Context: an optimization exercise on an open-source flow, tuned for small area and a short achievable clock period. The choices shown serve that exercise and are no tape-out recipe.
Only simulation tests tie the RTL to the original design; equivalence was not proved.
Power figures rest on the tool's default switching activity, not on a simulated workload.

Setup of run A:
==> flow/design.v <==
module store_buffer_fwd #(
    parameter int SB_DEPTH = 8,
    parameter int TAG_W    = 5,
    parameter int ADDR_W   = 32
) (
    input  logic                      clk,
    input  logic                      rst,
    input  logic                      alloc_valid,
    output logic                      alloc_ready,
    input  logic [TAG_W-1:0]          alloc_rob_tag,
    input  logic [ADDR_W-1:0]         alloc_addr,
    input  logic [31:0]               alloc_wdata,
    input  logic [3:0]                alloc_wmask,
    input  logic                      commit_valid,
    input  logic [TAG_W-1:0]          commit_rob_tag,
    output logic                      commit_err,
    input  logic                      flush,
    output logic                      dmem_req_valid,
    input  logic                      dmem_req_ready,
    output logic [ADDR_W-1:0]         dmem_addr,
    output logic [31:0]               dmem_wdata,
    output logic [3:0]                dmem_wmask,
    input  logic                      dmem_resp,
    input  logic [ADDR_W-1:0]         ld_addr,
    input  logic [3:0]                ld_rmask,
    output logic [3:0]                fwd_mask,
    output logic [31:0]               fwd_data,
    output logic [$clog2(SB_DEPTH):0] count,
    output logic                      empty,
    output logic                      full
);
    localparam int N  = SB_DEPTH;
    localparam int CW = $clog2(SB_DEPTH) + 1;
    localparam int WA = ADDR_W - 2;
    logic [TAG_W-1:0] tag_r  [N];
    logic [WA-1:0]    addr_r [N];
    logic [31:0]      data_r [N];
    logic [3:0]       mask_r [N];
    logic [N-1:0] valid_r, comm_r;
    logic [N-1:0] valid_nxt_s, comm_nxt_s;
    logic req_r, wait_r;
    logic commit_err_r;
    logic [N-1:0] old_s;     
    logic [N-1:0] unc_s;     
    logic [N-1:0] shift_s;   
    logic         any_unc_s, two_comm_s;
    logic         full_s, alloc_fire_s, commit_ok_s, pop_s, wr_s;
    logic [TAG_W-1:0] unc_tag_s;
    logic         unused_s;
    assign unused_s = ^{alloc_addr[1:0], ld_addr[1:0]};
    assign full_s = &valid_r;
    always_comb begin
        logic seen_v, seen_u, seen_c;
        logic [N-1:0] u_v;
        seen_v     = 1'b0;
        seen_u     = 1'b0;
        seen_c     = 1'b0;
        two_comm_s = 1'b0;
        u_v        = valid_r & ~comm_r;
        for (int j = N - 1; j >= 0; j--) begin
            old_s[j]   = valid_r[j] & ~seen_v;
            unc_s[j]   = u_v[j] & ~seen_u;
            two_comm_s = two_comm_s | (comm_r[j] & seen_c);
            seen_v     = seen_v | valid_r[j];
            seen_u     = seen_u | u_v[j];
            seen_c     = seen_c | comm_r[j];
        end
        any_unc_s = seen_u;
        shift_s[0] = 1'b1;
        for (int j = 1; j < N; j++) shift_s[j] = shift_s[j-1] & valid_r[j-1];
        unc_tag_s = '0;
        for (int j = 0; j < N; j++) unc_tag_s = unc_tag_s | ({TAG_W{unc_s[j]}} & tag_r[j]);
    end
    always_comb begin
        logic [N-1:0] v1, c1;
        alloc_fire_s = alloc_valid & ~full_s;
        commit_ok_s  = commit_valid & any_unc_s & (unc_tag_s == commit_rob_tag);
        pop_s        = wait_r & dmem_resp;
        wr_s         = alloc_fire_s & ~flush;
        v1 = valid_r & ~({N{pop_s}} & old_s);
        c1 = (comm_r | ({N{commit_ok_s}} & unc_s)) & ~({N{pop_s}} & old_s);
        if (flush) begin
            valid_nxt_s = v1 & c1;
            comm_nxt_s  = c1;
        end else if (wr_s) begin
            for (int j = 0; j < N; j++) begin
                if (shift_s[j]) begin
                    valid_nxt_s[j] = (j == 0) ? 1'b1 : v1[(j == 0) ? 0 : j-1];
                    comm_nxt_s[j]  = (j == 0) ? 1'b0 : c1[(j == 0) ? 0 : j-1];
                end else begin
                    valid_nxt_s[j] = v1[j];
                    comm_nxt_s[j]  = c1[j];
                end
            end
        end else begin
            valid_nxt_s = v1;
            comm_nxt_s  = c1;
        end
    end
    always_ff @(posedge clk or negedge rst) begin
        if (!rst) begin
            valid_r      <= '0;
            comm_r       <= '0;
            commit_err_r <= 1'b0;
            req_r        <= 1'b0;
            wait_r       <= 1'b0;
        end else begin
            valid_r      <= valid_nxt_s;
            comm_r       <= comm_nxt_s;
            commit_err_r <= commit_valid & ~commit_ok_s;
            if (req_r) begin
                req_r  <= ~dmem_req_ready;
                wait_r <= dmem_req_ready;
            end else if (wait_r) begin
                req_r  <= dmem_resp & two_comm_s;
                wait_r <= ~dmem_resp;
            end else begin
                req_r  <= |comm_r;
            end
        end
    end
    always_ff @(posedge clk) begin
        if (wr_s) begin
            tag_r[0]  <= alloc_rob_tag;
            addr_r[0] <= alloc_addr[ADDR_W-1:2];
            data_r[0] <= alloc_wdata;
            mask_r[0] <= alloc_wmask;
        end
        for (int j = 1; j < N; j++) begin
            if (wr_s && shift_s[j]) begin
                tag_r[j]  <= tag_r[j-1];
                addr_r[j] <= addr_r[j-1];
                data_r[j] <= data_r[j-1];
                mask_r[j] <= mask_r[j-1];
            end
        end
    end
    always_comb begin
        logic [WA-1:0] a_v;
        logic [31:0]   d_v;
        logic [3:0]    m_v;
        a_v = '0;
        d_v = '0;
        m_v = '0;
        for (int j = 0; j < N; j++) begin
            a_v = a_v | ({WA{old_s[j]}} & addr_r[j]);
            d_v = d_v | ({32{old_s[j]}} & data_r[j]);
            m_v = m_v | ({4{old_s[j]}} & mask_r[j]);
        end
        dmem_addr  = {a_v, 2'b00};
        dmem_wdata = d_v;
        dmem_wmask = m_v;
    end
    always_comb begin : fwd
        logic [N-1:0] match_v, hit_v, sel_v;
        logic         seen_v;
        logic [7:0]   byte_v;
        for (int j = 0; j < N; j++) match_v[j] = valid_r[j] & (addr_r[j] == ld_addr[ADDR_W-1:2]);
        for (int b = 0; b < 4; b++) begin
            seen_v = 1'b0;
            for (int j = 0; j < N; j++) begin
                hit_v[j] = match_v[j] & mask_r[j][b];
                sel_v[j] = hit_v[j] & ~seen_v;
                seen_v   = seen_v | hit_v[j];
            end
            byte_v = '0;
            for (int j = 0; j < N; j++) byte_v = byte_v | ({8{sel_v[j]}} & data_r[j][8*b +: 8]);
            fwd_mask[b]        = ld_rmask[b] & seen_v;
            fwd_data[8*b +: 8] = byte_v;
        end
    end
    always_comb begin
        count = '0;
        for (int j = 0; j < N; j++) count = count + CW'(valid_r[j]);
    end
    assign alloc_ready    = ~full_s;
    assign commit_err     = commit_err_r;
    assign dmem_req_valid = req_r;
    assign empty          = ~|valid_r;
    assign full           = full_s;
endmodule
clock: 9.0 ns
lec_check: 0
cap_margin: 20
core_margin: 2
core_utilization: 60
place_density: 0.7
setup_slack_margin: 3
slew_margin: 20
run.sh (not shown) runs the stock make flow with config.mk's settings and CLKGATE_MAP_FILE= SYNTH_SCRIPT=/design/flow/synth_recipe.tcl, a recipe that flattens the netlist after the stock synthesis.
Input-level comparison between run B and run A:
- putting CTS_BUF_LIST at sky130_fd_sc_hd__clkbuf_4 sky130_fd_sc_hd__clkbuf_8 where nothing was set
==> flow/flow/run.sh (new file) <==
#!/bin/bash
# Standard layout, with the ports buffered by the smallest plain buffer
# (the resizer upsizes the ones on critical paths). Full tool output goes
# to flow_standard.log in the work folder.
set -euo pipefail
export BUFFER_PORTS_ARGS="-buffer_cell sky130_fd_sc_hd__buf_1"
bash standard.sh finish > flow_standard.log 2>&1
==> flow/standard.sh (new file) <==
#!/bin/bash
# synth_recipe.tcl (not shown) runs the flow's synth.tcl, then flattens the netlist and writes it again
# the make line also repeats each setting of config.mk as NAME=value (left out here)
make -C /OpenROAD-flow-scripts/flow DESIGN_CONFIG=/design/flow/config.mk WORK_HOME=/design/flow/orfs CLKGATE_MAP_FILE= SYNTH_SCRIPT=/design/flow/synth_recipe.tcl "${@:-finish}"
removed: flow/run.sh
[summary]
- Relative to run A, the first-pass GRT wire length of run B is lower by 2600 microns.
- Going from run A to run B, ratio of routed vias to standard cells lower; combinational share of power lost 1.1 points; area of the multi-input gates moved down.
- Compared with run A, run B shows a higher met2 track demand over resource.

[static timing again, ports no longer ideal]
How much do the figures lean on ideal ports? The routed layouts below were timed once more, with nothing changed but the port constraints. Step 1: set_driving_cell puts a clkbuf_16 on clk and a buf_2 on each other input, an assumption about the parent block. Step 2 also shifts input and output timing later by t, the mid clock arrival at the registers, as if the neighbouring blocks saw the same clock. a / b / c = ideal / step 1 / step 2; a / b = the first two.
run	shift t [ns]	setup slack, ns	hold slack, ns	worst data-port slew with drivers (ns)	pins driven straight from the clock port
run A	0.679	2.596 / 2.559 / 2.559	0.449 / 0.449 / 0.449	0.09	1
run B	0.750	2.803 / 2.768 / 2.768	0.451 / 0.451 / 0.451	0.10	1
After both steps every run listed still meets setup and hold. The setup slack of run A, which loses most, moves by -0.037 ns with the drivers and by -0.037 ns with both steps.
